Source: an optimization exercise on an open RTL-to-GDS flow (aim: a short achievable clock period and few clock cycles). Production flows keep margins and buffers that such runs may drop.
The RTL was checked by simulation tests, not by an equivalence proof against the original design.
Power is estimated from default activity; no workload was simulated.

===== config.mk =====
export PLATFORM = sky130hd
export DESIGN_NAME = dlx_core
export DESIGN_NICKNAME = dlx_core
export VERILOG_FILES = /design/flow/design.v
export SDC_FILE = /design/flow/constraint.sdc
export NUM_CORES = 4
export LEC_CHECK = 0
export CAP_MARGIN = 20
export CORE_MARGIN = 2
export CORE_UTILIZATION = 25
export PLACE_DENSITY = 0.4
export SLEW_MARGIN = 20

===== constraint.sdc =====
create_clock -name core_clock -period 9.0 [get_ports {clk}]
set_input_delay 1.8000 -clock core_clock [delete_from_list [all_inputs] [get_ports {clk}]]
set_output_delay 1.8000 -clock core_clock [all_outputs]
set_load 0.01 [all_outputs]

===== design.v =====
`default_nettype none
package dlx_isa_pkg;
   localparam int data_width     = 32;
   localparam int pc_width       = 20;
   localparam int reg_addr_width = 5;
   localparam int imm_width      = 16;
   localparam int opcode_width   = 6;
   localparam int func_width     = 6;
   localparam int alu_op_width   = 3;
   localparam int opcode_lsb = 26;
   localparam int rs1_lsb    = 21;
   localparam int rs2_lsb    = 16;
   localparam int rd_lsb     = 11;
   typedef logic [data_width-1:0]     data_t;
   typedef logic [pc_width-1:0]       pc_t;
   typedef logic [reg_addr_width-1:0] reg_addr_t;
   localparam pc_t pc_reset = '0;
   typedef enum logic [opcode_width-1:0] {
      op_rtype = 6'h00,
      op_beqz  = 6'h04,
      op_bnez  = 6'h05,
      op_addi  = 6'h08,
      op_lw    = 6'h23,
      op_sw    = 6'h2b
   } opcode_e;
   typedef enum logic [func_width-1:0] {
      fn_add = 6'h20,
      fn_sub = 6'h22,
      fn_and = 6'h24,
      fn_or  = 6'h25,
      fn_xor = 6'h26,
      fn_slt = 6'h2a
   } func_e;
   typedef enum logic [alu_op_width-1:0] {
      alu_add,
      alu_sub,
      alu_and,
      alu_or,
      alu_xor,
      alu_slt
   } alu_op_e;
endpackage
`default_nettype wire
`default_nettype none
package dlx_pipe_pkg;
   typedef enum logic [1:0] {
      fwd_none,
      fwd_ex_mem,
      fwd_mem_wb
   } fwd_sel_e;
   typedef struct packed {
      logic      valid;
      logic [2:0] alu_op;
      logic      use_imm;
      logic [31:0] imm;
      logic [31:0] a;
      logic [31:0] b;
      logic [4:0] rs1;
      logic [4:0] rs2;
      logic [4:0] rd;
      logic      reg_wr_en;
      logic      mem_rd_en;
      logic      mem_wr_en;
      logic      is_branch;
      logic      branch_on_zero;
      logic [19:0] next_pc;
   } id_ex_t;
   typedef struct packed {
      logic [31:0] alu_data;
      logic [31:0] store_data;
      logic [4:0] rd;
      logic      reg_wr_en;
      logic      mem_rd_en;
      logic      mem_wr_en;
   } ex_mem_t;
   typedef struct packed {
      logic [31:0] alu_data;
      logic [4:0] rd;
      logic      reg_wr_en;
      logic      mem_to_reg;
   } mem_wb_t;
   typedef struct packed {
      logic [4:0] rd;
      logic      wr_en;
      logic [31:0] data;
   } wb_t;
   typedef struct packed {
      logic take;
      logic [19:0]target;
   } redirect_t;
endpackage
`default_nettype wire
`timescale 1ns/1ns
`default_nettype none
import dlx_isa_pkg::*;
import dlx_pipe_pkg::*;
module fetch_stage (
   input  logic      clk,
   input  logic      arst_n,
   input  logic      stall,
   input  logic      flush,
   input  dlx_pipe_pkg::redirect_t redirect,
   input  dlx_isa_pkg::data_t     instruction,
   output logic      instr_rd_en,
   output dlx_isa_pkg::pc_t       instr_addr,
   output dlx_isa_pkg::data_t     if_instr,
   output dlx_isa_pkg::pc_t       if_next_pc,
   output logic      if_valid
);
   dlx_isa_pkg::pc_t  pc_q;
   dlx_isa_pkg::pc_t  fetch_pc_q;
   logic fetch_valid_q;
   logic rd_en_q;
   dlx_isa_pkg::pc_t  fetch_addr;
   always_comb begin
      if (redirect.take) begin
         fetch_addr = redirect.target;
      end else if (stall) begin
         fetch_addr = fetch_pc_q;
      end else begin
         fetch_addr = pc_q;
      end
   end
   assign instr_addr  = fetch_addr;
   assign instr_rd_en = rd_en_q;
   always_ff @(posedge clk or negedge arst_n) begin
      if (!arst_n) begin
         rd_en_q       <= 1'b0;
         fetch_valid_q <= 1'b0;
         pc_q          <= pc_reset;
         fetch_pc_q    <= pc_reset;
      end else begin
         rd_en_q       <= 1'b1;
         fetch_valid_q <= rd_en_q;
         if (rd_en_q) begin
            pc_q       <= fetch_addr + dlx_isa_pkg::pc_t'(4);
            fetch_pc_q <= fetch_addr;
         end
      end
   end
   always_ff @(posedge clk or negedge arst_n) begin
      if (!arst_n) begin
         if_valid <= 1'b0;
      end else if (flush) begin
         if_valid <= 1'b0;
      end else if (!stall) begin
         if_valid <= fetch_valid_q;
      end
   end
   always_ff @(posedge clk) begin
      if (!stall) begin
         if_instr   <= instruction;
         if_next_pc <= fetch_pc_q + dlx_isa_pkg::pc_t'(4);
      end
   end
endmodule
`default_nettype wire
`timescale 1ns/1ns
`default_nettype none
import dlx_isa_pkg::*;
import dlx_pipe_pkg::*;
module reg_file (
   input  logic      clk,
   input  logic      arst_n,
   input  dlx_isa_pkg::reg_addr_t rd_addr_a,
   input  dlx_isa_pkg::reg_addr_t rd_addr_b,
   output dlx_isa_pkg::data_t     rd_data_a,
   output dlx_isa_pkg::data_t     rd_data_b,
   input  dlx_pipe_pkg::wb_t       wb
);
   dlx_isa_pkg::data_t regs [2**reg_addr_width];
   logic  wr_hit;
   assign wr_hit = wb.wr_en && (wb.rd != '0);
   always_ff @(posedge clk or negedge arst_n) begin
      if (!arst_n) begin
         for (int i = 0; i < 2**reg_addr_width; i++) begin
            regs[i] <= '0;
         end
      end else if (wr_hit) begin
         regs[wb.rd] <= wb.data;
      end
   end
   assign rd_data_a = (wr_hit && wb.rd == rd_addr_a) ? wb.data : regs[rd_addr_a];
   assign rd_data_b = (wr_hit && wb.rd == rd_addr_b) ? wb.data : regs[rd_addr_b];
endmodule
`default_nettype wire
`timescale 1ns/1ns
`default_nettype none
import dlx_isa_pkg::*;
import dlx_pipe_pkg::*;
module decode_stage (
   input  logic      clk,
   input  logic      arst_n,
   input  dlx_isa_pkg::data_t     if_instr,
   input  dlx_isa_pkg::pc_t       if_next_pc,
   input  logic      if_valid,
   input  logic      stall,
   input  logic      flush,
   output dlx_isa_pkg::reg_addr_t rs1,
   output dlx_isa_pkg::reg_addr_t rs2,
   input  dlx_isa_pkg::data_t     rd_data_a,
   input  dlx_isa_pkg::data_t     rd_data_b,
   output dlx_pipe_pkg::id_ex_t    id_ex
);
   dlx_isa_pkg::opcode_e opcode;
   dlx_isa_pkg::func_e   func;
   dlx_isa_pkg::data_t   imm_ext;
   logic    known;
   dlx_pipe_pkg::id_ex_t  id_next;
   assign opcode = dlx_isa_pkg::opcode_e'(if_instr[opcode_lsb +: opcode_width]);
   assign func   = dlx_isa_pkg::func_e'(if_instr[func_width-1:0]);
   assign rs1    = if_instr[rs1_lsb +: reg_addr_width];
   assign rs2    = if_instr[rs2_lsb +: reg_addr_width];
   assign imm_ext = {{(data_width-imm_width){if_instr[imm_width-1]}},
                     if_instr[imm_width-1:0]};
   always_comb begin
      id_next         = '0;
      id_next.alu_op  = alu_add;
      id_next.imm     = imm_ext;
      id_next.a       = rd_data_a;
      id_next.b       = rd_data_b;
      id_next.rs1     = rs1;
      id_next.rs2     = rs2;
      id_next.rd      = rs2;
      id_next.next_pc = if_next_pc;
      known           = 1'b1;
      case (opcode)
         op_rtype: begin
            id_next.rd        = if_instr[rd_lsb +: reg_addr_width];
            id_next.reg_wr_en = 1'b1;
            case (func)
               fn_add:  id_next.alu_op = alu_add;
               fn_sub:  id_next.alu_op = alu_sub;
               fn_and:  id_next.alu_op = alu_and;
               fn_or:   id_next.alu_op = alu_or;
               fn_xor:  id_next.alu_op = alu_xor;
               fn_slt:  id_next.alu_op = alu_slt;
               default: known = 1'b0;
            endcase
         end
         op_addi: begin
            id_next.use_imm   = 1'b1;
            id_next.reg_wr_en = 1'b1;
         end
         op_lw: begin
            id_next.use_imm   = 1'b1;
            id_next.reg_wr_en = 1'b1;
            id_next.mem_rd_en = 1'b1;
         end
         op_sw: begin
            id_next.use_imm   = 1'b1;
            id_next.mem_wr_en = 1'b1;
         end
         op_beqz: begin
            id_next.is_branch      = 1'b1;
            id_next.branch_on_zero = 1'b1;
         end
         op_bnez: begin
            id_next.is_branch = 1'b1;
         end
         default: known = 1'b0;
      endcase
      id_next.valid = if_valid && known;
      if (!id_next.valid) begin
         id_next.reg_wr_en = 1'b0;
         id_next.mem_rd_en = 1'b0;
         id_next.mem_wr_en = 1'b0;
         id_next.is_branch = 1'b0;
      end
   end
   always_ff @(posedge clk or negedge arst_n) begin
      if (!arst_n) begin
         id_ex <= '0;
      end else if (stall || flush) begin
         id_ex <= '0;
      end else begin
         id_ex <= id_next;
      end
   end
endmodule
`default_nettype wire
`timescale 1ns/1ns
`default_nettype none
import dlx_isa_pkg::*;
import dlx_pipe_pkg::*;
module hazard_unit (
   input  dlx_isa_pkg::reg_addr_t rs1,
   input  dlx_isa_pkg::reg_addr_t rs2,
   input  dlx_pipe_pkg::id_ex_t    id_ex,
   input  dlx_pipe_pkg::ex_mem_t   ex_mem,
   input  dlx_pipe_pkg::mem_wb_t   mem_wb,
   input  dlx_pipe_pkg::redirect_t redirect,
   output logic      stall,
   output logic      flush,
   output dlx_pipe_pkg::fwd_sel_e  fwd_a,
   output dlx_pipe_pkg::fwd_sel_e  fwd_b
);
   function automatic logic [1:0] pick_fwd(dlx_isa_pkg::reg_addr_t src,
                                                       logic em_wr, dlx_isa_pkg::reg_addr_t em_rd,
                                                       logic mw_wr, dlx_isa_pkg::reg_addr_t mw_rd);
      logic [1:0] sel;
      sel = fwd_none;
      if (mw_wr && mw_rd != '0 && mw_rd == src) begin
         sel = fwd_mem_wb;
      end
      if (em_wr && em_rd != '0 && em_rd == src) begin
         sel = fwd_ex_mem;
      end
      pick_fwd = sel;
   endfunction
   assign stall = id_ex.valid && id_ex.mem_rd_en && (id_ex.rd != '0) &&
                  (id_ex.rd == rs1 || id_ex.rd == rs2);
   assign flush = redirect.take;
   always_comb begin
      fwd_a = dlx_pipe_pkg::fwd_sel_e'(pick_fwd(id_ex.rs1, ex_mem.reg_wr_en, ex_mem.rd, mem_wb.reg_wr_en, mem_wb.rd));
      fwd_b = dlx_pipe_pkg::fwd_sel_e'(pick_fwd(id_ex.rs2, ex_mem.reg_wr_en, ex_mem.rd, mem_wb.reg_wr_en, mem_wb.rd));
   end
endmodule
`default_nettype wire
`timescale 1ns/1ns
`default_nettype none
import dlx_isa_pkg::*;
import dlx_pipe_pkg::*;
module execute_stage (
   input  logic      clk,
   input  logic      arst_n,
   input  dlx_pipe_pkg::id_ex_t    id_ex,
   input  dlx_pipe_pkg::fwd_sel_e  fwd_a,
   input  dlx_pipe_pkg::fwd_sel_e  fwd_b,
   input  dlx_pipe_pkg::wb_t       wb,
   output dlx_pipe_pkg::ex_mem_t   ex_mem,
   output dlx_pipe_pkg::redirect_t redirect
);
   dlx_isa_pkg::data_t op_a;
   dlx_isa_pkg::data_t op_b;
   dlx_isa_pkg::data_t alu_b;
   dlx_isa_pkg::data_t alu_res;
   function automatic logic [31:0] fwd_pick(logic [1:0] sel, dlx_isa_pkg::data_t own, dlx_isa_pkg::data_t em, dlx_isa_pkg::data_t wbd);
      logic [31:0] val;
      case (sel)
         fwd_ex_mem: val = em;
         fwd_mem_wb: val = wbd;
         default:    val = own;
      endcase
      fwd_pick = val;
   endfunction
   assign op_a  = fwd_pick(fwd_a, id_ex.a, ex_mem.alu_data, wb.data);
   assign op_b  = fwd_pick(fwd_b, id_ex.b, ex_mem.alu_data, wb.data);
   assign alu_b = id_ex.use_imm ? id_ex.imm : op_b;
   always_comb begin
      case (id_ex.alu_op)
         alu_sub: alu_res = op_a - alu_b;
         alu_and: alu_res = op_a & alu_b;
         alu_or:  alu_res = op_a | alu_b;
         alu_xor: alu_res = op_a ^ alu_b;
         alu_slt: alu_res = dlx_isa_pkg::data_t'($signed(op_a) < $signed(alu_b));
         default: alu_res = op_a + alu_b;
      endcase
   end
   always_comb begin
      redirect.take   = id_ex.valid && id_ex.is_branch &&
                        ((op_a == '0) == id_ex.branch_on_zero);
      redirect.target = id_ex.next_pc + id_ex.imm[pc_width-1:0];
   end
   always_ff @(posedge clk or negedge arst_n) begin
      if (!arst_n) begin
         ex_mem <= '0;
      end else begin
         ex_mem.alu_data   <= alu_res;
         ex_mem.store_data <= op_b;
         ex_mem.rd         <= id_ex.rd;
         ex_mem.reg_wr_en  <= id_ex.reg_wr_en;
         ex_mem.mem_rd_en  <= id_ex.mem_rd_en;
         ex_mem.mem_wr_en  <= id_ex.mem_wr_en;
      end
   end
endmodule
`default_nettype wire
`timescale 1ns/1ns
`default_nettype none
import dlx_isa_pkg::*;
import dlx_pipe_pkg::*;
module write_back_stage (
   input  logic    clk,
   input  logic    arst_n,
   input  dlx_pipe_pkg::ex_mem_t ex_mem,
   input  dlx_isa_pkg::data_t   data_read,
   output dlx_pipe_pkg::mem_wb_t mem_wb,
   output dlx_pipe_pkg::wb_t     wb
);
   always_ff @(posedge clk or negedge arst_n) begin
      if (!arst_n) begin
         mem_wb <= '0;
      end else begin
         mem_wb.alu_data   <= ex_mem.alu_data;
         mem_wb.rd         <= ex_mem.rd;
         mem_wb.reg_wr_en  <= ex_mem.reg_wr_en;
         mem_wb.mem_to_reg <= ex_mem.mem_rd_en;
      end
   end
   always_comb begin
      wb.rd    = mem_wb.rd;
      wb.wr_en = mem_wb.reg_wr_en;
      wb.data  = mem_wb.mem_to_reg ? data_read : mem_wb.alu_data;
   end
endmodule
`default_nettype wire
`timescale 1ns/1ns
`default_nettype none
import dlx_isa_pkg::*;
import dlx_pipe_pkg::*;
module dlx_core (
   input  logic  clk,
   input  logic  arst_n,
   output logic  instr_rd_en,
   output dlx_isa_pkg::pc_t   instr_addr,
   input  dlx_isa_pkg::data_t instruction,
   output logic  data_rd_en,
   output logic  data_wr_en,
   output dlx_isa_pkg::data_t data_addr,
   input  dlx_isa_pkg::data_t data_read,
   output dlx_isa_pkg::data_t data_write
);
   dlx_isa_pkg::data_t     if_instr;
   dlx_isa_pkg::pc_t       if_next_pc;
   logic      if_valid;
   dlx_isa_pkg::reg_addr_t rs1;
   dlx_isa_pkg::reg_addr_t rs2;
   dlx_isa_pkg::data_t     rd_data_a;
   dlx_isa_pkg::data_t     rd_data_b;
   dlx_pipe_pkg::id_ex_t    id_ex;
   dlx_pipe_pkg::ex_mem_t   ex_mem;
   dlx_pipe_pkg::mem_wb_t   mem_wb;
   dlx_pipe_pkg::wb_t       wb;
   logic      stall;
   logic      flush;
   dlx_pipe_pkg::fwd_sel_e  fwd_a;
   dlx_pipe_pkg::fwd_sel_e  fwd_b;
   dlx_pipe_pkg::redirect_t redirect;
   fetch_stage fetch_i (.*);
   reg_file reg_file_i (
      .rd_addr_a (rs1),
      .rd_addr_b (rs2),
      .*
   );
   decode_stage decode_i (.*);
   hazard_unit hazard_i (.*);
   execute_stage execute_i (.*);
   write_back_stage write_back_i (.*);
   assign data_rd_en = ex_mem.mem_rd_en;
   assign data_wr_en = ex_mem.mem_wr_en;
   assign data_addr  = ex_mem.alu_data;
   assign data_write = ex_mem.store_data;
endmodule
`default_nettype wire

===== run.sh =====
#!/bin/bash
# synth_recipe.tcl (not shown) runs the flow's synth.tcl, then flattens the netlist and writes it again
# the make line also repeats each setting of config.mk as NAME=value (left out here)
make -C /OpenROAD-flow-scripts/flow DESIGN_CONFIG=/design/flow/config.mk WORK_HOME=/design/flow/orfs CLKGATE_MAP_FILE= SYNTH_SCRIPT=/design/flow/synth_recipe.tcl finish

==> results.cfg <==
[synth]
syn_area_um2 = 68000
ys_async_sr_fraction_pct = 96.2
synth_cells = 7254
synthTopCellsByCount = dfrtp_1 (1301), nor2_1 (895), a21oi_1 (866)
synth_area_leaders = dfrtp_1 (48%), a21oi_1 (6.4%), nor2_1 (4.9%)
syn-num-nets = 7438
synth-seq-cells = 1353
ys.flop_type = dfrtp_1
synth_edf_count = 52
yosysMostFrequentCell = dfrtp_1
syn_area_per_cell_um2 = 9.37
yosys.area.top_type = dfrtp_1
yosysUniqueCellTypes = 90
synth-seq-area-share_pct = 50.2
synth_warnings = 7
synth_top_area_share_pct = 47.9

[clock_tree]
cts_setup_buffers = 0
cts_hold_buf = 0
post_cts_resized = 0
clock_sinks = 1353
numCtsBuffers = 169
cts.path.max_buffers = 4
cts_root_buffer = clkbuf_16
htree_levels = 4
cts_tree = built
clk_pin_slew_ns = 0.06
insertion_delay_ns = 0.87

[routing]
wl_per_cell_um = 35.5
vias = 63430
via_per_inst = 5.88
drc_errors = 0
wirelength_mm = 383
drt_iter0_markers = 9655
ant_nets = 0
drtPass1Iterations = 7

[timing]
hold-worst-slack_ns = 0.349
finalHoldViolCount = 0
setup_tns_ns = 0
fin_skew_ns = 0.0494
worstMarginPinSlew_ns = 1.18
min_period_over_period_pct = 83.9
fin_crit_ns = 7.56
max_freq_mhz = 132
grt_setup_unrepaired = no
maxSlewViolCount = 0
finalSetupViolCount = 0
slew_headroom_pct = 21.1

[critical_path]
setup.worst_path.class = input pin to output pin
cp_max_fo = 53
arrival_ns = 5.76
worstSetupEndpointType = output pin
reg2reg_to = execute_i.ex_mem[71]
ff2ff_path_depth = 19
setup.worst_path.start_class = input pin
r2r_slack_ns = 2.68
regToRegStartpoint = write_back_i.mem_wb[0]
required_ns = 7.20

[min_path]
hold_path_class = flip-flop to flip-flop
min_to = execute_i.ex_mem[2]
min_from = decode_i.id_ex[24]
hold_path_depth = 0

[place]
gp_congestion = 0.887
postPlaceCellArea_um2 = 74100
dp_hpwl_mm = 224
port_buffers = 152

[floorplan]
fp.dieW_um = 525
die_area_um2 = 276000
core-area_um2 = 271000
io-pin-count = 153
start_util_pct = 25.1
die_y_um = 525
rows = 191

[cells_and_area]
area_growth_pct = 17.5
final_nets = 7261
fillers = 28258
drive_gt1_share_pct = 10.9
fin_area_um2 = 79900

[power_and_ir_drop]
power_w = 0.0188
power_density_nw_per_um2 = 235
p_leak_nw = 30.4
peakVddDrop_v = 0.000154

[global_routing]
gr-usage-all-layers_pct = 26.9
grt_start_max_net_pins = 156
grt_pass1_wl_mm = 522
grt_overflow_total = 0
antenna_found_initial = 28
grt_pass1_vias = 60601

[run]
drv_cap = 0

[status]
status = timing/DRC/antenna clean
## power breakdown
part           total (W)  leakage [nW]  switching, W  internal (W)
Sequential       0.00706          12.8      0.000537       0.00653
Clock            0.00718          2.79       0.00293       0.00425
Combinational    0.00454          14.9       0.00303       0.00152
Total             0.0188          30.4       0.00649        0.0123
## registers in the layout (all words and copies together) (netlist names)
signal / cells
reg_file_i.regs: 1024
decode_i.id_ex: 125
execute_i.ex_mem: 72
write_back_i.mem_wb: 39
fetch_i.if_instr: 32
fetch_i.fetch_pc_q: 20
fetch_i.if_next_pc: 20
fetch_i.pc_q: 18
fetch_i.fetch_valid_q: 1
fetch_i.if_valid: 1
fetch_i.rd_en_q: 1
## critical path, cell delays in order
cell and delay (ns):
clkdlybuf4s50_1 0.53, nor4_1 0.08, mux2i_1 0.84, nor3_1 0.14
and3_1 0.26, o31ai_4 0.38, mux2i_4 0.32, buf_12 0.26
nor2_1 0.08, a21oi_1 0.35, clkdlybuf4s50_1 0.64
## per-stage QoR
stage / std cells / worst slack (ns) / utilization (%)
after global placement: 10472 / 1.39 / 27.4
after detailed placement: 10473 / 1.41 / 27.4
after global routing: 10776 / 1.22 / 29.5
after floorplan: 7254 / 3.13 / -
after CTS: 10770 / 1.39 / 29.5
final: 10785 / 1.44 / 29.5
## logic make-up after synthesis
logic type	after synthesis	share of synthesized area [%]
compound gates	2698	26.0
xor+xnor	95	1.22
fa+ha+maj	118	2.21
buf+inv	852	5.11
flops	1353	50.2
mux	168	2.70
other cells	1	0.00552
simple gates	1969	12.5
## final cells by class
cell class	count	area, µm²	area share, %
clock buffer	247	5020	6.28
multi-input combinational	5049	31600	39.6
clock inverter	50	639	0.800
timing repair buffer	384	3530	4.42
antenna	12	30.0	0.0376
inverter	120	450	0.564
tap	3570	4470	5.59
sequential	1353	34100	42.7
## per-layer routing
metal | wire, µm | part of all wire (%) | vias up | GRT usage, %
li1 | - | - | 26097 | -
met1 | 164000 | 43 | 32076 | 37.1
met2 | 156000 | 41 | 4150 | 38.2
met3 | 38700 | 10 | 1081 | 7.20
met4 | 23800 | 6.2 | 26 | 14.0
met5 | 169 | 0.044 | - | 0
## cells in the final DEF, fill, tap and decap left out, types with 151 or more instances in the layout
cell type and n:
a221oi_1 320, clkbuf_16 172, o21ai_0 575, a22oi_1 329
nor2_1 818, a22o_1 323, a21oi_1 865, clkdlybuf4s50_1 151
dfrtp_1 1296, buf_4 212, nand2_1 576
## worst max path at each step
stage	from	endpoint	slack, ns	cells past startpoint
global route	data_read[26]	instr_addr[10]	1.22	12
global placement	data_read[26]	instr_addr[10]	1.39	12
CTS	data_read[26]	instr_addr[10]	1.39	12
detailed placement	data_read[26]	instr_addr[10]	1.41	12
finish	data_read[21]	instr_addr[10]	1.44	11
floorplan	data_read[11]	instr_addr[2]	3.13	10
Testbench counts, summed over its fixed seeds: cycles 24,950.

[afterwards: timing with drivers on the ports]
The flow's constraints put no driver on any port. The routed layout listed below was extracted and timed again, unchanged, in two steps.
Step 1: set_driving_cell puts a clkbuf_16 on clk and a buf_2 on each other input, an assumption about the parent block.
Step 2 also shifts input and output timing later by t, the mid clock arrival at the registers, as if the neighbouring blocks saw the same clock.
Three values: ideal ports, drivers, drivers and shift; two values: the first two.
shift t [ns]: 0.932
setup slack, ns: 1.445 / 1.416 / 1.416
worst register clock-pin slew, ns: 0.07 / 0.07
After both steps this run still meets setup and hold. For this run, drivers alone change the setup slack by -0.029 ns; drivers and shift together by -0.029 ns.
